This is an optimization exercise on Yosys and OpenROAD, whose aim is small area, not a production implementation.
The RTL was checked by simulation tests, not by an equivalence proof against the original design.
Power is estimated from default activity; no workload was simulated.

$ cat config.mk
export PLATFORM = sky130hd
export DESIGN_NAME = bn_top
export DESIGN_NICKNAME = bn_top
export VERILOG_FILES = /design/flow/design.v
export SDC_FILE = /design/flow/constraint.sdc
export NUM_CORES = 4
export LEC_CHECK = 0
export CAP_MARGIN = 20
export CORE_MARGIN = 2
export CORE_UTILIZATION = 50
export SLEW_MARGIN = 20
export SYNTH_HIERARCHICAL = 1
$ cat constraint.sdc
create_clock -name core_clock -period 15.0 [get_ports {clk_i}]
set_input_delay 3.0000 -clock core_clock [delete_from_list [all_inputs] [get_ports {clk_i}]]
set_output_delay 3.0000 -clock core_clock [all_outputs]
set_load 0.01 [all_outputs]
$ cat design.v
`timescale 1ns/10ps
`default_nettype none
package bn_data_pkg;
  typedef logic signed [16-1:0] bn_data_t;
  typedef struct packed {
    logic signed [16-1:0] gamma;
    logic signed [16-1:0] beta;
  } bn_param_t;
  typedef struct packed {
    bn_data_t             data;
    logic [3-1:0] idx;
    logic                 last;
  } bn_sample_t;
  typedef struct packed {
    logic signed [16-1:0] mean;
    logic [4:0]                   k;
  } bn_stats_t;
  typedef struct packed {
    bn_data_t data;
    logic     first;
  } bn_replay_t;
endpackage
`default_nettype wire
`timescale 1ns/10ps
`default_nettype none
package bn_ctrl_pkg;
  typedef enum logic {
    MODE_BYPASS = 1'b0,
    MODE_TRAIN  = 1'b1
  } bn_mode_e;
  typedef enum logic {
    ST_IDLE   = 1'b0,
    ST_GATHER = 1'b1
  } stats_state_e;
  typedef enum logic {
    RP_IDLE = 1'b0,
    RP_RUN  = 1'b1
  } replay_state_e;
endpackage
`default_nettype wire
`timescale 1ns/10ps
`default_nettype none
module bn_mac (input wire [16:0] a, input wire [15:0] b, input wire [15:0] beta, output wire [16:0] q);
  wire one0 = b[0] ^ 1'b0;
  wire two0 = (b[1] & ~b[0] & ~1'b0) | (~b[1] & b[0] & 1'b0);
  wire neg0 = b[1];
  wire n1; bpp_c u1 (.one(one0), .ak(a[0]), .two(two0), .akm1(1'b0), .neg(neg0), .pp(n1));
  wire n2; bpp_c u2 (.one(one0), .ak(a[1]), .two(two0), .akm1(a[0]), .neg(neg0), .pp(n2));
  wire n3; bpp_c u3 (.one(one0), .ak(a[2]), .two(two0), .akm1(a[1]), .neg(neg0), .pp(n3));
  wire n4; bpp_c u4 (.one(one0), .ak(a[3]), .two(two0), .akm1(a[2]), .neg(neg0), .pp(n4));
  wire n5; bpp_c u5 (.one(one0), .ak(a[4]), .two(two0), .akm1(a[3]), .neg(neg0), .pp(n5));
  wire n6; bpp_c u6 (.one(one0), .ak(a[5]), .two(two0), .akm1(a[4]), .neg(neg0), .pp(n6));
  wire n7; bpp_c u7 (.one(one0), .ak(a[6]), .two(two0), .akm1(a[5]), .neg(neg0), .pp(n7));
  wire n8; bpp_c u8 (.one(one0), .ak(a[7]), .two(two0), .akm1(a[6]), .neg(neg0), .pp(n8));
  wire n9; bpp_c u9 (.one(one0), .ak(a[8]), .two(two0), .akm1(a[7]), .neg(neg0), .pp(n9));
  wire n10; bpp_c u10 (.one(one0), .ak(a[9]), .two(two0), .akm1(a[8]), .neg(neg0), .pp(n10));
  wire n11; bpp_c u11 (.one(one0), .ak(a[10]), .two(two0), .akm1(a[9]), .neg(neg0), .pp(n11));
  wire n12; bpp_c u12 (.one(one0), .ak(a[11]), .two(two0), .akm1(a[10]), .neg(neg0), .pp(n12));
  wire n13; bpp_c u13 (.one(one0), .ak(a[12]), .two(two0), .akm1(a[11]), .neg(neg0), .pp(n13));
  wire n14; bpp_c u14 (.one(one0), .ak(a[13]), .two(two0), .akm1(a[12]), .neg(neg0), .pp(n14));
  wire n15; bpp_c u15 (.one(one0), .ak(a[14]), .two(two0), .akm1(a[13]), .neg(neg0), .pp(n15));
  wire n16; bpp_c u16 (.one(one0), .ak(a[15]), .two(two0), .akm1(a[14]), .neg(neg0), .pp(n16));
  wire n17; bpp_c u17 (.one(one0), .ak(a[16]), .two(two0), .akm1(a[15]), .neg(neg0), .pp(n17));
  wire n18; bpp_cn u18 (.one(one0), .ak(a[16]), .two(two0), .akm1(a[16]), .neg(neg0), .pp(n18));
  wire one1 = b[2] ^ b[1];
  wire two1 = (b[3] & ~b[2] & ~b[1]) | (~b[3] & b[2] & b[1]);
  wire neg1 = b[3];
  wire n19; bpp_c u19 (.one(one1), .ak(a[0]), .two(two1), .akm1(1'b0), .neg(neg1), .pp(n19));
  wire n20; bpp_c u20 (.one(one1), .ak(a[1]), .two(two1), .akm1(a[0]), .neg(neg1), .pp(n20));
  wire n21; bpp_c u21 (.one(one1), .ak(a[2]), .two(two1), .akm1(a[1]), .neg(neg1), .pp(n21));
  wire n22; bpp_c u22 (.one(one1), .ak(a[3]), .two(two1), .akm1(a[2]), .neg(neg1), .pp(n22));
  wire n23; bpp_c u23 (.one(one1), .ak(a[4]), .two(two1), .akm1(a[3]), .neg(neg1), .pp(n23));
  wire n24; bpp_c u24 (.one(one1), .ak(a[5]), .two(two1), .akm1(a[4]), .neg(neg1), .pp(n24));
  wire n25; bpp_c u25 (.one(one1), .ak(a[6]), .two(two1), .akm1(a[5]), .neg(neg1), .pp(n25));
  wire n26; bpp_c u26 (.one(one1), .ak(a[7]), .two(two1), .akm1(a[6]), .neg(neg1), .pp(n26));
  wire n27; bpp_c u27 (.one(one1), .ak(a[8]), .two(two1), .akm1(a[7]), .neg(neg1), .pp(n27));
  wire n28; bpp_c u28 (.one(one1), .ak(a[9]), .two(two1), .akm1(a[8]), .neg(neg1), .pp(n28));
  wire n29; bpp_c u29 (.one(one1), .ak(a[10]), .two(two1), .akm1(a[9]), .neg(neg1), .pp(n29));
  wire n30; bpp_c u30 (.one(one1), .ak(a[11]), .two(two1), .akm1(a[10]), .neg(neg1), .pp(n30));
  wire n31; bpp_c u31 (.one(one1), .ak(a[12]), .two(two1), .akm1(a[11]), .neg(neg1), .pp(n31));
  wire n32; bpp_c u32 (.one(one1), .ak(a[13]), .two(two1), .akm1(a[12]), .neg(neg1), .pp(n32));
  wire n33; bpp_c u33 (.one(one1), .ak(a[14]), .two(two1), .akm1(a[13]), .neg(neg1), .pp(n33));
  wire n34; bpp_c u34 (.one(one1), .ak(a[15]), .two(two1), .akm1(a[14]), .neg(neg1), .pp(n34));
  wire n35; bpp_c u35 (.one(one1), .ak(a[16]), .two(two1), .akm1(a[15]), .neg(neg1), .pp(n35));
  wire n36; bpp_cn u36 (.one(one1), .ak(a[16]), .two(two1), .akm1(a[16]), .neg(neg1), .pp(n36));
  wire one2 = b[4] ^ b[3];
  wire two2 = (b[5] & ~b[4] & ~b[3]) | (~b[5] & b[4] & b[3]);
  wire neg2 = b[5];
  wire n37; bpp_c u37 (.one(one2), .ak(a[0]), .two(two2), .akm1(1'b0), .neg(neg2), .pp(n37));
  wire n38; bpp_c u38 (.one(one2), .ak(a[1]), .two(two2), .akm1(a[0]), .neg(neg2), .pp(n38));
  wire n39; bpp_c u39 (.one(one2), .ak(a[2]), .two(two2), .akm1(a[1]), .neg(neg2), .pp(n39));
  wire n40; bpp_c u40 (.one(one2), .ak(a[3]), .two(two2), .akm1(a[2]), .neg(neg2), .pp(n40));
  wire n41; bpp_c u41 (.one(one2), .ak(a[4]), .two(two2), .akm1(a[3]), .neg(neg2), .pp(n41));
  wire n42; bpp_c u42 (.one(one2), .ak(a[5]), .two(two2), .akm1(a[4]), .neg(neg2), .pp(n42));
  wire n43; bpp_c u43 (.one(one2), .ak(a[6]), .two(two2), .akm1(a[5]), .neg(neg2), .pp(n43));
  wire n44; bpp_c u44 (.one(one2), .ak(a[7]), .two(two2), .akm1(a[6]), .neg(neg2), .pp(n44));
  wire n45; bpp_c u45 (.one(one2), .ak(a[8]), .two(two2), .akm1(a[7]), .neg(neg2), .pp(n45));
  wire n46; bpp_c u46 (.one(one2), .ak(a[9]), .two(two2), .akm1(a[8]), .neg(neg2), .pp(n46));
  wire n47; bpp_c u47 (.one(one2), .ak(a[10]), .two(two2), .akm1(a[9]), .neg(neg2), .pp(n47));
  wire n48; bpp_c u48 (.one(one2), .ak(a[11]), .two(two2), .akm1(a[10]), .neg(neg2), .pp(n48));
  wire n49; bpp_c u49 (.one(one2), .ak(a[12]), .two(two2), .akm1(a[11]), .neg(neg2), .pp(n49));
  wire n50; bpp_c u50 (.one(one2), .ak(a[13]), .two(two2), .akm1(a[12]), .neg(neg2), .pp(n50));
  wire n51; bpp_c u51 (.one(one2), .ak(a[14]), .two(two2), .akm1(a[13]), .neg(neg2), .pp(n51));
  wire n52; bpp_c u52 (.one(one2), .ak(a[15]), .two(two2), .akm1(a[14]), .neg(neg2), .pp(n52));
  wire n53; bpp_c u53 (.one(one2), .ak(a[16]), .two(two2), .akm1(a[15]), .neg(neg2), .pp(n53));
  wire n54; bpp_cn u54 (.one(one2), .ak(a[16]), .two(two2), .akm1(a[16]), .neg(neg2), .pp(n54));
  wire one3 = b[6] ^ b[5];
  wire two3 = (b[7] & ~b[6] & ~b[5]) | (~b[7] & b[6] & b[5]);
  wire neg3 = b[7];
  wire n55; bpp_c u55 (.one(one3), .ak(a[0]), .two(two3), .akm1(1'b0), .neg(neg3), .pp(n55));
  wire n56; bpp_c u56 (.one(one3), .ak(a[1]), .two(two3), .akm1(a[0]), .neg(neg3), .pp(n56));
  wire n57; bpp_c u57 (.one(one3), .ak(a[2]), .two(two3), .akm1(a[1]), .neg(neg3), .pp(n57));
  wire n58; bpp_c u58 (.one(one3), .ak(a[3]), .two(two3), .akm1(a[2]), .neg(neg3), .pp(n58));
  wire n59; bpp_c u59 (.one(one3), .ak(a[4]), .two(two3), .akm1(a[3]), .neg(neg3), .pp(n59));
  wire n60; bpp_c u60 (.one(one3), .ak(a[5]), .two(two3), .akm1(a[4]), .neg(neg3), .pp(n60));
  wire n61; bpp_c u61 (.one(one3), .ak(a[6]), .two(two3), .akm1(a[5]), .neg(neg3), .pp(n61));
  wire n62; bpp_c u62 (.one(one3), .ak(a[7]), .two(two3), .akm1(a[6]), .neg(neg3), .pp(n62));
  wire n63; bpp_c u63 (.one(one3), .ak(a[8]), .two(two3), .akm1(a[7]), .neg(neg3), .pp(n63));
  wire n64; bpp_c u64 (.one(one3), .ak(a[9]), .two(two3), .akm1(a[8]), .neg(neg3), .pp(n64));
  wire n65; bpp_c u65 (.one(one3), .ak(a[10]), .two(two3), .akm1(a[9]), .neg(neg3), .pp(n65));
  wire n66; bpp_c u66 (.one(one3), .ak(a[11]), .two(two3), .akm1(a[10]), .neg(neg3), .pp(n66));
  wire n67; bpp_c u67 (.one(one3), .ak(a[12]), .two(two3), .akm1(a[11]), .neg(neg3), .pp(n67));
  wire n68; bpp_c u68 (.one(one3), .ak(a[13]), .two(two3), .akm1(a[12]), .neg(neg3), .pp(n68));
  wire n69; bpp_c u69 (.one(one3), .ak(a[14]), .two(two3), .akm1(a[13]), .neg(neg3), .pp(n69));
  wire n70; bpp_c u70 (.one(one3), .ak(a[15]), .two(two3), .akm1(a[14]), .neg(neg3), .pp(n70));
  wire n71; bpp_c u71 (.one(one3), .ak(a[16]), .two(two3), .akm1(a[15]), .neg(neg3), .pp(n71));
  wire n72; bpp_cn u72 (.one(one3), .ak(a[16]), .two(two3), .akm1(a[16]), .neg(neg3), .pp(n72));
  wire one4 = b[8] ^ b[7];
  wire two4 = (b[9] & ~b[8] & ~b[7]) | (~b[9] & b[8] & b[7]);
  wire neg4 = b[9];
  wire n73; bpp_c u73 (.one(one4), .ak(a[0]), .two(two4), .akm1(1'b0), .neg(neg4), .pp(n73));
  wire n74; bpp_c u74 (.one(one4), .ak(a[1]), .two(two4), .akm1(a[0]), .neg(neg4), .pp(n74));
  wire n75; bpp_c u75 (.one(one4), .ak(a[2]), .two(two4), .akm1(a[1]), .neg(neg4), .pp(n75));
  wire n76; bpp_c u76 (.one(one4), .ak(a[3]), .two(two4), .akm1(a[2]), .neg(neg4), .pp(n76));
  wire n77; bpp_c u77 (.one(one4), .ak(a[4]), .two(two4), .akm1(a[3]), .neg(neg4), .pp(n77));
  wire n78; bpp_c u78 (.one(one4), .ak(a[5]), .two(two4), .akm1(a[4]), .neg(neg4), .pp(n78));
  wire n79; bpp_c u79 (.one(one4), .ak(a[6]), .two(two4), .akm1(a[5]), .neg(neg4), .pp(n79));
  wire n80; bpp_c u80 (.one(one4), .ak(a[7]), .two(two4), .akm1(a[6]), .neg(neg4), .pp(n80));
  wire n81; bpp_c u81 (.one(one4), .ak(a[8]), .two(two4), .akm1(a[7]), .neg(neg4), .pp(n81));
  wire n82; bpp_c u82 (.one(one4), .ak(a[9]), .two(two4), .akm1(a[8]), .neg(neg4), .pp(n82));
  wire n83; bpp_c u83 (.one(one4), .ak(a[10]), .two(two4), .akm1(a[9]), .neg(neg4), .pp(n83));
  wire n84; bpp_c u84 (.one(one4), .ak(a[11]), .two(two4), .akm1(a[10]), .neg(neg4), .pp(n84));
  wire n85; bpp_c u85 (.one(one4), .ak(a[12]), .two(two4), .akm1(a[11]), .neg(neg4), .pp(n85));
  wire n86; bpp_c u86 (.one(one4), .ak(a[13]), .two(two4), .akm1(a[12]), .neg(neg4), .pp(n86));
  wire n87; bpp_c u87 (.one(one4), .ak(a[14]), .two(two4), .akm1(a[13]), .neg(neg4), .pp(n87));
  wire n88; bpp_c u88 (.one(one4), .ak(a[15]), .two(two4), .akm1(a[14]), .neg(neg4), .pp(n88));
  wire n89; bpp_c u89 (.one(one4), .ak(a[16]), .two(two4), .akm1(a[15]), .neg(neg4), .pp(n89));
  wire n90; bpp_cn u90 (.one(one4), .ak(a[16]), .two(two4), .akm1(a[16]), .neg(neg4), .pp(n90));
  wire one5 = b[10] ^ b[9];
  wire two5 = (b[11] & ~b[10] & ~b[9]) | (~b[11] & b[10] & b[9]);
  wire neg5 = b[11];
  wire n91; bpp_c u91 (.one(one5), .ak(a[0]), .two(two5), .akm1(1'b0), .neg(neg5), .pp(n91));
  wire n92; bpp_c u92 (.one(one5), .ak(a[1]), .two(two5), .akm1(a[0]), .neg(neg5), .pp(n92));
  wire n93; bpp_c u93 (.one(one5), .ak(a[2]), .two(two5), .akm1(a[1]), .neg(neg5), .pp(n93));
  wire n94; bpp_c u94 (.one(one5), .ak(a[3]), .two(two5), .akm1(a[2]), .neg(neg5), .pp(n94));
  wire n95; bpp_c u95 (.one(one5), .ak(a[4]), .two(two5), .akm1(a[3]), .neg(neg5), .pp(n95));
  wire n96; bpp_c u96 (.one(one5), .ak(a[5]), .two(two5), .akm1(a[4]), .neg(neg5), .pp(n96));
  wire n97; bpp_c u97 (.one(one5), .ak(a[6]), .two(two5), .akm1(a[5]), .neg(neg5), .pp(n97));
  wire n98; bpp_c u98 (.one(one5), .ak(a[7]), .two(two5), .akm1(a[6]), .neg(neg5), .pp(n98));
  wire n99; bpp_c u99 (.one(one5), .ak(a[8]), .two(two5), .akm1(a[7]), .neg(neg5), .pp(n99));
  wire n100; bpp_c u100 (.one(one5), .ak(a[9]), .two(two5), .akm1(a[8]), .neg(neg5), .pp(n100));
  wire n101; bpp_c u101 (.one(one5), .ak(a[10]), .two(two5), .akm1(a[9]), .neg(neg5), .pp(n101));
  wire n102; bpp_c u102 (.one(one5), .ak(a[11]), .two(two5), .akm1(a[10]), .neg(neg5), .pp(n102));
  wire n103; bpp_c u103 (.one(one5), .ak(a[12]), .two(two5), .akm1(a[11]), .neg(neg5), .pp(n103));
  wire n104; bpp_c u104 (.one(one5), .ak(a[13]), .two(two5), .akm1(a[12]), .neg(neg5), .pp(n104));
  wire n105; bpp_c u105 (.one(one5), .ak(a[14]), .two(two5), .akm1(a[13]), .neg(neg5), .pp(n105));
  wire n106; bpp_c u106 (.one(one5), .ak(a[15]), .two(two5), .akm1(a[14]), .neg(neg5), .pp(n106));
  wire n107; bpp_c u107 (.one(one5), .ak(a[16]), .two(two5), .akm1(a[15]), .neg(neg5), .pp(n107));
  wire n108; bpp_cn u108 (.one(one5), .ak(a[16]), .two(two5), .akm1(a[16]), .neg(neg5), .pp(n108));
  wire one6 = b[12] ^ b[11];
  wire two6 = (b[13] & ~b[12] & ~b[11]) | (~b[13] & b[12] & b[11]);
  wire neg6 = b[13];
  wire n109; bpp_c u109 (.one(one6), .ak(a[0]), .two(two6), .akm1(1'b0), .neg(neg6), .pp(n109));
  wire n110; bpp_c u110 (.one(one6), .ak(a[1]), .two(two6), .akm1(a[0]), .neg(neg6), .pp(n110));
  wire n111; bpp_c u111 (.one(one6), .ak(a[2]), .two(two6), .akm1(a[1]), .neg(neg6), .pp(n111));
  wire n112; bpp_c u112 (.one(one6), .ak(a[3]), .two(two6), .akm1(a[2]), .neg(neg6), .pp(n112));
  wire n113; bpp_c u113 (.one(one6), .ak(a[4]), .two(two6), .akm1(a[3]), .neg(neg6), .pp(n113));
  wire n114; bpp_c u114 (.one(one6), .ak(a[5]), .two(two6), .akm1(a[4]), .neg(neg6), .pp(n114));
  wire n115; bpp_c u115 (.one(one6), .ak(a[6]), .two(two6), .akm1(a[5]), .neg(neg6), .pp(n115));
  wire n116; bpp_c u116 (.one(one6), .ak(a[7]), .two(two6), .akm1(a[6]), .neg(neg6), .pp(n116));
  wire n117; bpp_c u117 (.one(one6), .ak(a[8]), .two(two6), .akm1(a[7]), .neg(neg6), .pp(n117));
  wire n118; bpp_c u118 (.one(one6), .ak(a[9]), .two(two6), .akm1(a[8]), .neg(neg6), .pp(n118));
  wire n119; bpp_c u119 (.one(one6), .ak(a[10]), .two(two6), .akm1(a[9]), .neg(neg6), .pp(n119));
  wire n120; bpp_c u120 (.one(one6), .ak(a[11]), .two(two6), .akm1(a[10]), .neg(neg6), .pp(n120));
  wire n121; bpp_c u121 (.one(one6), .ak(a[12]), .two(two6), .akm1(a[11]), .neg(neg6), .pp(n121));
  wire n122; bpp_c u122 (.one(one6), .ak(a[13]), .two(two6), .akm1(a[12]), .neg(neg6), .pp(n122));
  wire n123; bpp_c u123 (.one(one6), .ak(a[14]), .two(two6), .akm1(a[13]), .neg(neg6), .pp(n123));
  wire n124; bpp_c u124 (.one(one6), .ak(a[15]), .two(two6), .akm1(a[14]), .neg(neg6), .pp(n124));
  wire n125; bpp_c u125 (.one(one6), .ak(a[16]), .two(two6), .akm1(a[15]), .neg(neg6), .pp(n125));
  wire n126; bpp_cn u126 (.one(one6), .ak(a[16]), .two(two6), .akm1(a[16]), .neg(neg6), .pp(n126));
  wire one7 = b[14] ^ b[13];
  wire two7 = (b[15] & ~b[14] & ~b[13]) | (~b[15] & b[14] & b[13]);
  wire neg7 = b[15];
  wire n127; bpp_c u127 (.one(one7), .ak(a[0]), .two(two7), .akm1(1'b0), .neg(neg7), .pp(n127));
  wire n128; bpp_c u128 (.one(one7), .ak(a[1]), .two(two7), .akm1(a[0]), .neg(neg7), .pp(n128));
  wire n129; bpp_c u129 (.one(one7), .ak(a[2]), .two(two7), .akm1(a[1]), .neg(neg7), .pp(n129));
  wire n130; bpp_c u130 (.one(one7), .ak(a[3]), .two(two7), .akm1(a[2]), .neg(neg7), .pp(n130));
  wire n131; bpp_c u131 (.one(one7), .ak(a[4]), .two(two7), .akm1(a[3]), .neg(neg7), .pp(n131));
  wire n132; bpp_c u132 (.one(one7), .ak(a[5]), .two(two7), .akm1(a[4]), .neg(neg7), .pp(n132));
  wire n133; bpp_c u133 (.one(one7), .ak(a[6]), .two(two7), .akm1(a[5]), .neg(neg7), .pp(n133));
  wire n134; bpp_c u134 (.one(one7), .ak(a[7]), .two(two7), .akm1(a[6]), .neg(neg7), .pp(n134));
  wire n135; bpp_c u135 (.one(one7), .ak(a[8]), .two(two7), .akm1(a[7]), .neg(neg7), .pp(n135));
  wire n136; bpp_c u136 (.one(one7), .ak(a[9]), .two(two7), .akm1(a[8]), .neg(neg7), .pp(n136));
  wire n137; bpp_c u137 (.one(one7), .ak(a[10]), .two(two7), .akm1(a[9]), .neg(neg7), .pp(n137));
  wire n138; bpp_c u138 (.one(one7), .ak(a[11]), .two(two7), .akm1(a[10]), .neg(neg7), .pp(n138));
  wire n139; bpp_c u139 (.one(one7), .ak(a[12]), .two(two7), .akm1(a[11]), .neg(neg7), .pp(n139));
  wire n140; bpp_c u140 (.one(one7), .ak(a[13]), .two(two7), .akm1(a[12]), .neg(neg7), .pp(n140));
  wire n141; bpp_c u141 (.one(one7), .ak(a[14]), .two(two7), .akm1(a[13]), .neg(neg7), .pp(n141));
  wire n142; bpp_c u142 (.one(one7), .ak(a[15]), .two(two7), .akm1(a[14]), .neg(neg7), .pp(n142));
  wire n143; bpp_c u143 (.one(one7), .ak(a[16]), .two(two7), .akm1(a[15]), .neg(neg7), .pp(n143));
  wire n144; bpp_cn u144 (.one(one7), .ak(a[16]), .two(two7), .akm1(a[16]), .neg(neg7), .pp(n144));
  wire n145 = ~beta[15];
  wire n146 = ~n18;
  wire n147 = ~n35;
  wire n148 = ~n53;
  wire n149 = ~n71;
  wire n150 = ~n89;
  wire n151 = ~n107;
  wire n152 = ~n125;
  wire n153 = ~n143;
  wire n154 = ~beta[11];
  wire n155 = ~beta[12];
  wire n156 = ~beta[13];
  wire n157 = ~beta[14];
  wire n158, n159; ha_c u145 (.a(n11), .b(n27), .s(n158), .co(n159));
  wire n160, n161; ha_c u146 (.a(n12), .b(n28), .s(n160), .co(n161));
  wire n162, n163; fa_c u147 (.a(n13), .b(n29), .c(n45), .s(n162), .co(n163));
  wire n164, n165; ha_c u148 (.a(n61), .b(n77), .s(n164), .co(n165));
  wire n166, n167; fa_c u149 (.a(n14), .b(n30), .c(n46), .s(n166), .co(n167));
  wire n168, n169; ha_c u150 (.a(n62), .b(n78), .s(n168), .co(n169));
  wire n170, n171; fa_c u151 (.a(n15), .b(n31), .c(n47), .s(n170), .co(n171));
  wire n172, n173; fa_c u152 (.a(n63), .b(n79), .c(n95), .s(n172), .co(n173));
  wire n174, n175; ha_c u153 (.a(n111), .b(n127), .s(n174), .co(n175));
  wire n176, n177; fa_c u154 (.a(n16), .b(n32), .c(n48), .s(n176), .co(n177));
  wire n178, n179; fa_c u155 (.a(n64), .b(n80), .c(n96), .s(n178), .co(n179));
  wire n180, n181; ha_c u156 (.a(n112), .b(n128), .s(n180), .co(n181));
  wire n182, n183; fa_c u157 (.a(n17), .b(n33), .c(n49), .s(n182), .co(n183));
  wire n184, n185; fa_c u158 (.a(n65), .b(n81), .c(n97), .s(n184), .co(n185));
  wire n186, n187; ha_c u159 (.a(n113), .b(n129), .s(n186), .co(n187));
  wire n188, n189; fa_c u160 (.a(n34), .b(n50), .c(n66), .s(n188), .co(n189));
  wire n190, n191; fa_c u161 (.a(n82), .b(n98), .c(n114), .s(n190), .co(n191));
  wire n192, n193; ha_c u162 (.a(n130), .b(n146), .s(n192), .co(n193));
  wire n194, n195; fa_c u163 (.a(n51), .b(n67), .c(n83), .s(n194), .co(n195));
  wire n196, n197; fa_c u164 (.a(n99), .b(n115), .c(n131), .s(n196), .co(n197));
  wire n198, n199; ha_c u165 (.a(n18), .b(n147), .s(n198), .co(n199));
  wire n200, n201; fa_c u166 (.a(n36), .b(n52), .c(n68), .s(n200), .co(n201));
  wire n202, n203; fa_c u167 (.a(n84), .b(n100), .c(n116), .s(n202), .co(n203));
  wire n204, n205; ha_c u168 (.a(n132), .b(n35), .s(n204), .co(n205));
  wire n206, n207; fa_c u169 (.a(n69), .b(n85), .c(n101), .s(n206), .co(n207));
  wire n208, n209; ha_c u170 (.a(n117), .b(n133), .s(n208), .co(n209));
  wire n210, n211; fa_c u171 (.a(n54), .b(n70), .c(n86), .s(n210), .co(n211));
  wire n212, n213; fa_c u172 (.a(n102), .b(n118), .c(n134), .s(n212), .co(n213));
  wire n214, n215; fa_c u173 (.a(n87), .b(n103), .c(n119), .s(n214), .co(n215));
  wire n216, n217; fa_c u174 (.a(n72), .b(n88), .c(n104), .s(n216), .co(n217));
  wire n218, n219; ha_c u175 (.a(n7), .b(n23), .s(n218), .co(n219));
  wire n220, n221; ha_c u176 (.a(n8), .b(n24), .s(n220), .co(n221));
  wire n222, n223; fa_c u177 (.a(n9), .b(n25), .c(n41), .s(n222), .co(n223));
  wire n224, n225; ha_c u178 (.a(n57), .b(n73), .s(n224), .co(n225));
  wire n226, n227; fa_c u179 (.a(n10), .b(n26), .c(n42), .s(n226), .co(n227));
  wire n228, n229; ha_c u180 (.a(n58), .b(n74), .s(n228), .co(n229));
  wire n230, n231; fa_c u181 (.a(n43), .b(n59), .c(n75), .s(n230), .co(n231));
  wire n232, n233; fa_c u182 (.a(n91), .b(neg5), .c(n158), .s(n232), .co(n233));
  wire n234, n235; fa_c u183 (.a(n44), .b(n60), .c(n76), .s(n234), .co(n235));
  wire n236, n237; fa_c u184 (.a(n92), .b(n160), .c(n159), .s(n236), .co(n237));
  wire n238, n239; fa_c u185 (.a(n93), .b(n109), .c(neg6), .s(n238), .co(n239));
  wire n240, n241; fa_c u186 (.a(n162), .b(n164), .c(n161), .s(n240), .co(n241));
  wire n242, n243; fa_c u187 (.a(n94), .b(n110), .c(n166), .s(n242), .co(n243));
  wire n244, n245; fa_c u188 (.a(n168), .b(n163), .c(n165), .s(n244), .co(n245));
  wire n246, n247; fa_c u189 (.a(neg7), .b(n170), .c(n172), .s(n246), .co(n247));
  wire n248, n249; fa_c u190 (.a(n174), .b(n167), .c(n169), .s(n248), .co(n249));
  wire n250, n251; fa_c u191 (.a(n176), .b(n178), .c(n180), .s(n250), .co(n251));
  wire n252, n253; fa_c u192 (.a(n171), .b(n173), .c(n175), .s(n252), .co(n253));
  wire n254, n255; fa_c u193 (.a(n182), .b(n184), .c(n186), .s(n254), .co(n255));
  wire n256, n257; fa_c u194 (.a(n177), .b(n179), .c(n181), .s(n256), .co(n257));
  wire n258, n259; fa_c u195 (.a(n188), .b(n190), .c(n192), .s(n258), .co(n259));
  wire n260, n261; fa_c u196 (.a(n183), .b(n185), .c(n187), .s(n260), .co(n261));
  wire n262, n263; fa_c u197 (.a(n194), .b(n196), .c(n198), .s(n262), .co(n263));
  wire n264, n265; fa_c u198 (.a(n189), .b(n191), .c(n193), .s(n264), .co(n265));
  wire n266, n267; fa_c u199 (.a(n200), .b(n202), .c(n204), .s(n266), .co(n267));
  wire n268, n269; fa_c u200 (.a(n195), .b(n197), .c(n199), .s(n268), .co(n269));
  wire n270, n271; fa_c u201 (.a(n148), .b(n206), .c(n208), .s(n270), .co(n271));
  wire n272, n273; fa_c u202 (.a(n201), .b(n203), .c(n205), .s(n272), .co(n273));
  wire n274, n275; fa_c u203 (.a(beta[0]), .b(n53), .c(n210), .s(n274), .co(n275));
  wire n276, n277; fa_c u204 (.a(n212), .b(n207), .c(n209), .s(n276), .co(n277));
  wire n278, n279; fa_c u205 (.a(n135), .b(beta[1]), .c(n149), .s(n278), .co(n279));
  wire n280, n281; fa_c u206 (.a(n214), .b(n211), .c(n213), .s(n280), .co(n281));
  wire n282, n283; fa_c u207 (.a(n120), .b(n136), .c(beta[2]), .s(n282), .co(n283));
  wire n284, n285; fa_c u208 (.a(n71), .b(n216), .c(n215), .s(n284), .co(n285));
  wire n286, n287; fa_c u209 (.a(n105), .b(n121), .c(n137), .s(n286), .co(n287));
  wire n288, n289; fa_c u210 (.a(beta[3]), .b(n150), .c(n217), .s(n288), .co(n289));
  wire n290, n291; fa_c u211 (.a(n90), .b(n106), .c(n122), .s(n290), .co(n291));
  wire n292, n293; fa_c u212 (.a(n138), .b(beta[4]), .c(n89), .s(n292), .co(n293));
  wire n294, n295; fa_c u213 (.a(n123), .b(n139), .c(beta[5]), .s(n294), .co(n295));
  wire n296, n297; fa_c u214 (.a(n108), .b(n124), .c(n140), .s(n296), .co(n297));
  wire n298, n299; ha_c u215 (.a(n5), .b(n21), .s(n298), .co(n299));
  wire n300, n301; ha_c u216 (.a(n6), .b(n22), .s(n300), .co(n301));
  wire n302, n303; fa_c u217 (.a(n39), .b(n55), .c(neg3), .s(n302), .co(n303));
  wire n304, n305; fa_c u218 (.a(n40), .b(n56), .c(n220), .s(n304), .co(n305));
  wire n306, n307; fa_c u219 (.a(neg4), .b(n222), .c(n224), .s(n306), .co(n307));
  wire n308, n309; fa_c u220 (.a(n226), .b(n228), .c(n223), .s(n308), .co(n309));
  wire n310, n311; fa_c u221 (.a(n230), .b(n232), .c(n227), .s(n310), .co(n311));
  wire n312, n313; fa_c u222 (.a(n234), .b(n236), .c(n231), .s(n312), .co(n313));
  wire n314, n315; fa_c u223 (.a(n238), .b(n240), .c(n235), .s(n314), .co(n315));
  wire n316, n317; fa_c u224 (.a(n242), .b(n244), .c(n239), .s(n316), .co(n317));
  wire n318, n319; fa_c u225 (.a(n246), .b(n248), .c(n243), .s(n318), .co(n319));
  wire n320, n321; fa_c u226 (.a(n250), .b(n252), .c(n247), .s(n320), .co(n321));
  wire n322, n323; fa_c u227 (.a(n254), .b(n256), .c(n251), .s(n322), .co(n323));
  wire n324, n325; fa_c u228 (.a(n258), .b(n260), .c(n255), .s(n324), .co(n325));
  wire n326, n327; fa_c u229 (.a(n262), .b(n264), .c(n259), .s(n326), .co(n327));
  wire n328, n329; fa_c u230 (.a(n266), .b(n268), .c(n263), .s(n328), .co(n329));
  wire n330, n331; fa_c u231 (.a(n270), .b(n272), .c(n267), .s(n330), .co(n331));
  wire n332, n333; fa_c u232 (.a(n274), .b(n276), .c(n271), .s(n332), .co(n333));
  wire n334, n335; fa_c u233 (.a(n278), .b(n280), .c(n275), .s(n334), .co(n335));
  wire n336, n337; fa_c u234 (.a(n282), .b(n284), .c(n279), .s(n336), .co(n337));
  wire n338, n339; fa_c u235 (.a(n286), .b(n288), .c(n283), .s(n338), .co(n339));
  wire n340, n341; fa_c u236 (.a(n290), .b(n292), .c(n287), .s(n340), .co(n341));
  wire n342, n343; fa_c u237 (.a(n151), .b(n294), .c(n291), .s(n342), .co(n343));
  wire n344, n345; fa_c u238 (.a(beta[6]), .b(n107), .c(n296), .s(n344), .co(n345));
  wire n346, n347; fa_c u239 (.a(n141), .b(beta[7]), .c(n152), .s(n346), .co(n347));
  wire n348, n349; fa_c u240 (.a(n126), .b(n142), .c(beta[8]), .s(n348), .co(n349));
  wire n350, n351; ha_c u241 (.a(n3), .b(n19), .s(n350), .co(n351));
  wire n352, n353; ha_c u242 (.a(n4), .b(n20), .s(n352), .co(n353));
  wire n354, n355; fa_c u243 (.a(n37), .b(neg2), .c(n298), .s(n354), .co(n355));
  wire n356, n357; fa_c u244 (.a(n38), .b(n300), .c(n299), .s(n356), .co(n357));
  wire n358, n359; fa_c u245 (.a(n218), .b(n302), .c(n301), .s(n358), .co(n359));
  wire n360, n361; fa_c u246 (.a(n219), .b(n304), .c(n303), .s(n360), .co(n361));
  wire n362, n363; fa_c u247 (.a(n221), .b(n306), .c(n305), .s(n362), .co(n363));
  wire n364, n365; fa_c u248 (.a(n225), .b(n308), .c(n307), .s(n364), .co(n365));
  wire n366, n367; fa_c u249 (.a(n229), .b(n310), .c(n309), .s(n366), .co(n367));
  wire n368, n369; fa_c u250 (.a(n233), .b(n312), .c(n311), .s(n368), .co(n369));
  wire n370, n371; fa_c u251 (.a(n237), .b(n314), .c(n313), .s(n370), .co(n371));
  wire n372, n373; fa_c u252 (.a(n241), .b(n316), .c(n315), .s(n372), .co(n373));
  wire n374, n375; fa_c u253 (.a(n245), .b(n318), .c(n317), .s(n374), .co(n375));
  wire n376, n377; fa_c u254 (.a(n249), .b(n320), .c(n319), .s(n376), .co(n377));
  wire n378, n379; fa_c u255 (.a(n253), .b(n322), .c(n321), .s(n378), .co(n379));
  wire n380, n381; fa_c u256 (.a(n257), .b(n324), .c(n323), .s(n380), .co(n381));
  wire n382, n383; fa_c u257 (.a(n261), .b(n326), .c(n325), .s(n382), .co(n383));
  wire n384, n385; fa_c u258 (.a(n265), .b(n328), .c(n327), .s(n384), .co(n385));
  wire n386, n387; fa_c u259 (.a(n269), .b(n330), .c(n329), .s(n386), .co(n387));
  wire n388, n389; fa_c u260 (.a(n273), .b(n332), .c(n331), .s(n388), .co(n389));
  wire n390, n391; fa_c u261 (.a(n277), .b(n334), .c(n333), .s(n390), .co(n391));
  wire n392, n393; fa_c u262 (.a(n281), .b(n336), .c(n335), .s(n392), .co(n393));
  wire n394, n395; fa_c u263 (.a(n285), .b(n338), .c(n337), .s(n394), .co(n395));
  wire n396, n397; fa_c u264 (.a(n289), .b(n340), .c(n339), .s(n396), .co(n397));
  wire n398, n399; fa_c u265 (.a(n293), .b(n342), .c(n341), .s(n398), .co(n399));
  wire n400, n401; fa_c u266 (.a(n295), .b(n344), .c(n343), .s(n400), .co(n401));
  wire n402, n403; fa_c u267 (.a(n297), .b(n346), .c(n345), .s(n402), .co(n403));
  wire n404, n405; fa_c u268 (.a(n125), .b(n348), .c(n347), .s(n404), .co(n405));
  wire n406, n407; fa_c u269 (.a(beta[9]), .b(n153), .c(n349), .s(n406), .co(n407));
  wire n408, n409; fa_c u270 (.a(n144), .b(beta[10]), .c(n143), .s(n408), .co(n409));
  wire n410 = n1 & neg0;
  wire n411 = n2 & n410;
  wire n412; or_c u271 (.a(neg1), .b(n350), .y(n412));
  wire n413 = (neg1 & n350) | (n411 & n412);
  wire n414; or_c u272 (.a(n352), .b(n351), .y(n414));
  wire n415 = (n352 & n351) | (n413 & n414);
  wire n416; or_c u273 (.a(n354), .b(n353), .y(n416));
  wire n417 = (n354 & n353) | (n415 & n416);
  wire n418; or_c u274 (.a(n356), .b(n355), .y(n418));
  wire n419 = (n356 & n355) | (n417 & n418);
  wire n420; or_c u275 (.a(n358), .b(n357), .y(n420));
  wire n421 = (n358 & n357) | (n419 & n420);
  wire n422; or_c u276 (.a(n360), .b(n359), .y(n422));
  wire n423 = (n360 & n359) | (n421 & n422);
  wire n424; or_c u277 (.a(n362), .b(n361), .y(n424));
  wire n425 = (n362 & n361) | (n423 & n424);
  wire n426; or_c u278 (.a(n364), .b(n363), .y(n426));
  wire n427 = (n364 & n363) | (n425 & n426);
  wire n428; or_c u279 (.a(n366), .b(n365), .y(n428));
  wire n429 = (n366 & n365) | (n427 & n428);
  wire n430; or_c u280 (.a(n368), .b(n367), .y(n430));
  wire n431 = (n368 & n367) | (n429 & n430);
  wire n432; or_c u281 (.a(n370), .b(n369), .y(n432));
  wire n433 = (n370 & n369) | (n431 & n432);
  wire n434; or_c u282 (.a(n372), .b(n371), .y(n434));
  wire n435 = (n372 & n371) | (n433 & n434);
  wire n436; or_c u283 (.a(n374), .b(n373), .y(n436));
  wire n437 = (n374 & n373) | (n435 & n436);
  wire n438; or_c u284 (.a(n376), .b(n375), .y(n438));
  wire n439 = (n376 & n375) | (n437 & n438);
  wire n440; or_c u285 (.a(n378), .b(n377), .y(n440));
  wire n441 = (n378 & n377) | (n439 & n440);
  wire n442; or_c u286 (.a(n380), .b(n379), .y(n442));
  wire n443 = (n380 & n379) | (n441 & n442);
  wire n444; or_c u287 (.a(n382), .b(n381), .y(n444));
  wire n445 = (n382 & n381) | (n443 & n444);
  wire n446; or_c u288 (.a(n384), .b(n383), .y(n446));
  wire n447 = (n384 & n383) | (n445 & n446);
  wire n448; or_c u289 (.a(n386), .b(n385), .y(n448));
  wire n449 = (n386 & n385) | (n447 & n448);
  wire n450, n451; fa_c u290 (.a(n388), .b(n387), .c(n449), .s(n450), .co(n451));
  wire n452, n453; fa_c u291 (.a(n390), .b(n389), .c(n451), .s(n452), .co(n453));
  wire n454, n455; fa_c u292 (.a(n392), .b(n391), .c(n453), .s(n454), .co(n455));
  wire n456, n457; fa_c u293 (.a(n394), .b(n393), .c(n455), .s(n456), .co(n457));
  wire n458, n459; fa_c u294 (.a(n396), .b(n395), .c(n457), .s(n458), .co(n459));
  wire n460, n461; fa_c u295 (.a(n398), .b(n397), .c(n459), .s(n460), .co(n461));
  wire n462, n463; fa_c u296 (.a(n400), .b(n399), .c(n461), .s(n462), .co(n463));
  wire n464, n465; fa_c u297 (.a(n402), .b(n401), .c(n463), .s(n464), .co(n465));
  wire n466, n467; fa_c u298 (.a(n404), .b(n403), .c(n465), .s(n466), .co(n467));
  wire n468, n469; fa_c u299 (.a(n406), .b(n405), .c(n467), .s(n468), .co(n469));
  wire n470, n471; fa_c u300 (.a(n408), .b(n407), .c(n469), .s(n470), .co(n471));
  wire n472, n473; fa_c u301 (.a(n154), .b(n409), .c(n471), .s(n472), .co(n473));
  wire n474, n475; fa_c u302 (.a(beta[11]), .b(n155), .c(n473), .s(n474), .co(n475));
  wire n476, n477; fa_c u303 (.a(beta[12]), .b(n156), .c(n475), .s(n476), .co(n477));
  wire n478, n479; fa_c u304 (.a(beta[13]), .b(n157), .c(n477), .s(n478), .co(n479));
  wire n480, n481; fa_c u305 (.a(n145), .b(beta[14]), .c(n479), .s(n480), .co(n481));
  wire n482, n483; ha_c u306 (.a(1'b1), .b(n481), .s(n482), .co(n483));
  assign q = {n482, n480, n478, n476, n474, n472, n470, n468, n466, n464, n462, n460, n458, n456, n454, n452, n450};
endmodule
module fa_c (input wire a, input wire b, input wire c, output wire s, output wire co);
  assign s  = a ^ b ^ c;
  assign co = (a & b) | (c & (a ^ b));
endmodule
module ha_c (input wire a, input wire b, output wire s, output wire co);
  assign s  = a ^ b;
  assign co = a & b;
endmodule
module or_c (input wire a, input wire b, output wire y);
  assign y = a | b;
endmodule
module bpp_c (input wire one, input wire ak, input wire two, input wire akm1, input wire neg, output wire pp);
  assign pp = ((one & ak) | (two & akm1)) ^ neg;
endmodule
module bpp_cn (input wire one, input wire ak, input wire two, input wire akm1, input wire neg, output wire pp);
  assign pp = ~(((one & ak) | (two & akm1)) ^ neg);
endmodule
module ao_c (input wire g, input wire p, input wire c, output wire co);
  assign co = g | (p & c);
endmodule
module xor_c (input wire a, input wire b, output wire y);
  assign y = a ^ b;
endmodule
`default_nettype wire
`timescale 1ns/10ps
`default_nettype none
module bn_top
(
  input  logic           clk_i,
  input  logic           rst_n_i,
  input  logic [15:0]    x_i,
  input  logic           x_valid_i,
  input  logic           mode_i,
  input  logic [31:0]    param_i,
  input  logic           param_valid_i,
  output logic [15:0]    y_o,
  output logic           y_valid_o
);
  logic [15:0] mem_q [8];
  logic [2:0]  idx_q;        
  logic [2:0]  rp_idx_q;     
  logic        rp_on_q;      
  logic        pv_q;         
  logic        byp_q;        
  logic [18:0] sum_q;
  logic [15:0] mxn_q, mn_q;
  logic [15:0] mean_q;
  logic [3:0]  sh_q;               
  logic [15:0] gam_q, bet_q;       
  logic [15:0] bgam_q, bbet_q;     
  logic [16:0] p_q;
  logic train, restart, last, first;
  assign train   = x_valid_i && mode_i;
  assign restart = (idx_q == 3'd0);
  assign last    = train && (idx_q == 3'd7);
  assign first   = rp_on_q && (rp_idx_q == 3'd0);
  logic [7:0]  rsel;
  logic [15:0] rd;
  always_comb begin
    rd = '0;
    for (int i = 0; i < 8; i++) begin
      rsel[i] = (rp_idx_q == 3'(i));
      rd = rd | ({16{rsel[i]}} & mem_q[i]);
    end
  end
  always_ff @(posedge clk_i) begin
    for (int i = 0; i < 8; i++)
      if (x_valid_i && idx_q == 3'(i)) mem_q[i] <= x_i;
  end
  logic [18:0] sum_nx;
  logic [15:0] xn;
  logic        x_gt, x_lt;
  assign xn = ~x_i;
  rc_add #(.W(19)) u_sum (
    .a  (sum_q & {19{!restart}}),
    .b  ({{3{x_i[15]}}, x_i}),
    .ci (1'b0),
    .s  (sum_nx)
  );
  rc_carry #(.W(16)) u_gt (
    .a  ({~x_i[15], x_i[14:0]}),
    .b  ({~mxn_q[15], mxn_q[14:0]}),
    .ci (1'b0),
    .co (x_gt)
  );
  rc_carry #(.W(16)) u_lt (
    .a  ({~mn_q[15], mn_q[14:0]}),
    .b  ({~xn[15], xn[14:0]}),
    .ci (1'b0),
    .co (x_lt)
  );
  always_ff @(posedge clk_i) begin
    if (train) sum_q <= sum_nx;
    if (train && (restart || x_gt)) mxn_q <= xn;
    if (train && (restart || x_lt)) mn_q <= x_i;
    if (last) mean_q <= sum_nx[18:3];
  end
  logic [15:0] rsum, range;
  logic [3:0]  sh_nx, sh;
  rc_add #(.W(16)) u_range (.a(mxn_q), .b(mn_q), .ci(1'b0), .s(rsum));
  assign range = ~rsum;
  always_comb begin
    sh_nx = 4'd13;
    for (int i = 3; i < 16; i++)
      if (range[i]) sh_nx = 4'(15 - i);
  end
  assign sh = first ? sh_nx : sh_q;
  logic [16:0] ndiff, diff, dsh;
  rc_add #(.W(17)) u_diff (
    .a  ({mean_q[15], mean_q}),
    .b  (~{rd[15], rd}),
    .ci (1'b0),
    .s  (ndiff)
  );
  assign diff = ~ndiff;
  assign dsh  = diff << sh;
  always_ff @(posedge clk_i) begin
    if (first) begin
      sh_q   <= sh_nx;
      bgam_q <= gam_q;
      bbet_q <= bet_q;
    end
    p_q <= dsh;
  end
  logic [16:0] acc;
  logic [15:0] y_nx;
  bn_mac u_mac (.a(p_q), .b(bgam_q), .beta(bbet_q), .q(acc));
  assign y_nx = (acc[16] != acc[15]) ? {acc[16], {15{!acc[16]}}} : acc[15:0];
  always_ff @(posedge clk_i) begin
    y_o <= pv_q ? y_nx : rd;
  end
  always_ff @(posedge clk_i) begin
    if (!rst_n_i) begin
      idx_q     <= '0;
      rp_idx_q  <= '0;
      rp_on_q   <= 1'b0;
      pv_q      <= 1'b0;
      byp_q     <= 1'b0;
      y_valid_o <= 1'b0;
      gam_q     <= 16'h0100;
      bet_q     <= '0;
    end else begin
      if (train) idx_q <= idx_q + 3'd1;
      if (rp_on_q) rp_idx_q <= rp_idx_q + 3'd1;
      rp_on_q   <= last || (rp_on_q && rp_idx_q != 3'd7);
      pv_q      <= rp_on_q;
      byp_q     <= x_valid_i && !mode_i;
      y_valid_o <= pv_q || byp_q;
      if (param_valid_i) begin
        gam_q <= param_i[31:16];
        bet_q <= param_i[15:0];
      end
    end
  end
endmodule
module rc_add #(parameter int W = 8)
(
  input  wire [W-1:0] a,
  input  wire [W-1:0] b,
  input  wire         ci,
  output wire [W-1:0] s
);
  wire [W:0] c;
  assign c[0] = ci;
  genvar i;
  generate for (i = 0; i < W; i++) begin : g_bit
    if (i == W-1) begin : g_top
      assign s[i] = a[i] ^ b[i] ^ c[i];
    end else begin : g_fa
      fa_c u_fa (.a(a[i]), .b(b[i]), .c(c[i]), .s(s[i]), .co(c[i+1]));
    end
  end endgenerate
endmodule
module rc_carry #(parameter int W = 8)
(
  input  wire [W-1:0] a,
  input  wire [W-1:0] b,
  input  wire         ci,
  output wire         co
);
  wire [W:0] c;
  wire [W-1:0] o;
  assign c[0] = ci;
  genvar i;
  generate for (i = 0; i < W; i++) begin : g_bit
    or_c u_or (.a(a[i]), .b(b[i]), .y(o[i]));
    assign c[i+1] = (a[i] & b[i]) | (c[i] & o[i]);
  end endgenerate
  assign co = c[W];
endmodule
`default_nettype wire
$ cat flow/run.sh
#!/bin/bash
# Standard ORFS layout with these changes: combinational cells that synthesis
# upsized start at drive strength 1 (placement repair upsizes where needed),
# the clock tree uses clkbuf_4 in clusters of at most 9 sinks and no dummy
# loads, and port buffers are buf_1.
set -euo pipefail
export RESULTS=$PWD/orfs/results/${FLOW_PLATFORM:-sky130hd}/bn_top/base
bash standard.sh synth > synth.log 2>&1
openroad -no_init -exit flow/downsize.tcl > downsize.log 2>&1
bash standard.sh \
  "CTS_ARGS=-sink_clustering_enable -repair_clock_nets -dont_use_dummy_load -buf_list sky130_fd_sc_hd__clkbuf_4 -sink_clustering_size 9 -sink_clustering_max_diameter 40" \
  "BUFFER_PORTS_ARGS=-buffer_cell sky130_fd_sc_hd__buf_1" \
  finish > layout.log 2>&1
$ cat flow/downsize.tcl
# Set every combinational cell that synthesis upsized back to its smallest
# drive strength (_1); placement and timing repair upsize again where needed.
# Registers, tie cells and buffers are left alone.
set R $::env(RESULTS)
read_db $R/1_synth.odb
set db [ord::get_db]
set block [ord::get_db_block]
set n 0
foreach inst [$block getInsts] {
  set m [[$inst getMaster] getName]
  if {![regexp {^(sky130_fd_sc_hd__([a-z0-9]+))_([0-9]+)$} $m -> base kind sz]} { continue }
  if {$sz <= 1} { continue }
  if {[regexp {^(df|edf|sdf|dl|conb|tap|fill|decap|clk|buf|dlygate|probe|lpflow)} $kind]} { continue }
  set new [$db findMaster ${base}_1]
  if {$new eq "NULL" || $new eq ""} { continue }
  $inst swapMaster $new
  incr n
}
puts "downsized $n instances"
write_db $R/1_synth.odb
$ cat standard.sh
#!/bin/bash
# synth_recipe.tcl (not shown) runs the flow's synth.tcl, then flattens the netlist and writes it again
# the make line also repeats each setting of config.mk as NAME=value (left out here)
make -C /OpenROAD-flow-scripts/flow DESIGN_CONFIG=/design/flow/config.mk WORK_HOME=/design/flow/orfs CLKGATE_MAP_FILE= SYNTH_SCRIPT=/design/flow/synth_recipe.tcl "${@:-finish}"
==> flow_summary.yaml <==
setup_path:
  cpMostUsedCell: "fa_1"
  path_buf_inv: 1
  cp_top_family: "adder cells"
  crit_start: "bgam_q[3]$_DFFE_PP_"
  worst-endpoint-arrival_ps: 13470
  worstSetupStartpointType: "flop"
  cpPeakStageDelay_ps: 1160
  endpoint_kind: "flop"
  reg2reg_from: "bgam_q[3]$_DFFE_PP_"
  critPathKind: "flop to flop"
  path_max_fanout: 30
  worstPathRequired_ps: 15580
  slowest_stage: "fa_1"
final_layout:
  drive_above_1_share: 0.06037
  syn2layout_area_growth_pct: 6.892
  fillCellCount: 3246
  fin_nets: 1816
  instances_no_fill: 2032
  final_core_util: 0.5388
  multiInputGateArea_mm2: 0.009977
  regArea_mm2: 0.008399
outcome:
  status: "no timing/DRC/antenna violations"
timing:
  final_hold_viol_count: 0
  worst_slack_ps: 2113
  worstMarginPinSlew_ps: 1080
  timing.slew.headroom: 0.2801
  final.period_utilization: 0.8592
  max_freq_mhz: 77.60
  rsz0062_at_grt: "false"
  fin_setup_tns_ps: 0
  period_needed_ps: 12890
  finalMaxSlewViolations: 0
  fin_worst_skew_ps: 121.8
  setup_viol_count_final: 0
drt:
  vias: 12250
  drc: 0
  first_pass_iters: 6
  drt_iter0_markers: 1145
  drt-vias-per-instance: 6.028
  routed_wirelength_um: 46340
  ant_nets: 0
  post_drt_wl_per_cell_um: 22.80
clock_tree:
  path_clk_slew_ps: 90
  htreeDepth: 2
  cts.sinks: 306
  cts_resized: 0
  clk_latency_ps: 740
  cts-root-buf: "clkbuf_4"
  cts_tree: "built"
  post-cts-setup-buffers: 0
  clockBufferDepth: 3
  cts_buffers: 46
  cts_hold_buf: 0
floorplan:
  coreArea_mm2: 0.03731
  die_y_um: 198.0
  die_w_um: 198.0
  initial_core_util: 0.5041
  die_area_mm2: 0.03918
  rows: 71
  boundaryPins: 70
min_path:
  hold_path_class: "flop to flop"
  min-delay-start: "byp_q$_SDFF_PN0_"
pwr:
  pwr_density_cell_mw_per_mm2: 118.7
  p_leak_uw: 0.007119
  ir_drop_mv: 0.1388
  p_total_uw: 2387
grt:
  grt_use_total: 0.2445
  overflow: 0
  grt_pass1_wl_um: 72610
  antenna_found_initial: 1
  grt_pass1_vias: 12490
  grt_max_degree: 43
place:
  dp.cells: 1984
  dp_hpwl_um: 33140
  dp_slack_ps: 1765
  place_congestion: 0.8546
  port_buffers: 69
logic_synthesis:
  synth_area_per_cell_um2: 13.00
  synthCells: 1447
  syn-cell-area_mm2: 0.01881
  yosys_warnings: 8
flow_run:
  max-cap-violations: 0
==> layer usage <==
metal | share of wire | wire [µm] | global-route usage
met1 | 0.46 | 21520 | 0.3675
met2 | 0.45 | 21050 | 0.3751
met3 | 0.062 | 2866 | 0.03390
met4 | 0.019 | 902 | 0.06349
met5 | 0 | 0 | 0
==> state kept, by name, indices dropped and copies added, names as in the netlist, 16 cells and up <==
signal and flops:
mem_q 128, sum_q 19, p_q 17, bbet_q 16, bet_q 16, bgam_q 16
gam_q 16, mean_q 16, mn_q 16, mxn_q 16, y_o 16
==> metrics by stage <==
| step | hold WS, ps | area, µm² |
|---|---|---|
| 2_1_floorplan | 405.2 | 18850 |
| 3_3_place_gp | 411.5 | 19720 |
| 3_5_place_dp | 417.0 | 19730 |
| 4_1_cts | 433.9 | 20080 |
| 5_1_grt | 449.4 | 20100 |
| 6_report | 434.3 | 20100 |
==> final cells by class <==
class / count / area share
well taps: 474 / 0.02950
diodes: 1 / 0.0001245
clock buffers: 46 / 0.01718
flip-flops and latches: 306 / 0.4178
repair buffers: 112 / 0.02981
inverters: 50 / 0.009335
multi-input cells: 1043 / 0.4963
==> final timing paths <==
path                           to  slack [ps]  cells after the start
max               y_o[11]$_DFF_P_        2110                     34
min          y_valid_o$_SDFF_PN0_         430                      1
min reg2reg  y_valid_o$_SDFF_PN0_         430                      1
max reg2reg       y_o[11]$_DFF_P_        2110                     34
==> report_power, final <==
part	switching [µW]	leakage [µW]	total (µW)	internal, µW
clock	268	0.000212	408	140
combinational	534	0.00418	983	449
sequential	46.5	0.00273	995	949
==> cell usage in the layout (no fill, tap or decap), drive strengths merged, types with 8 or more instances in the layout <==
master,count
a22oi,157
mux2i,74
xor2,16
fa,172
nor2b,42
and2,28
a21oi,35
conb,14
dfxtp,79
a221oi,14
clkbuf,48
edfxtp,227
inv,49
a222oi,50
nand2,60
ha,32
xnor2,137
o21ai,14
nor2,42
or2,51
nor3,8
buf,110
nand3,16

[static timing again, ports no longer ideal]
How much do the figures lean on ideal ports? The routed layout below was timed once more, with nothing changed but the port constraints.
Step 1 sets driving cells, clkbuf_16 on the clock port and buf_2 on the other inputs (assumed; they add their load-dependent delay and slew).
Step 2 adds t to the input delays and takes it off the output delays; t is the mean of the earliest and latest rising clock arrival at the registers after step 1. Input paths then give back, and output paths get back, about the clock's delay inside the block.
a / b / c = no drivers / after step 1 / after step 2; a / b = the first two.
shift t [ns]: 0.736
setup slack, ns: 2.113 / 2.113 / 2.113
worst setup path after step 2: register to register
clock arrival spread, ns: 0.122 / 0.123
pins driven straight from the clock port: 1
After both steps this run still meets setup and hold. The setup slack of this run moves by 0.000 ns with the drivers and by 0.000 ns with both steps.
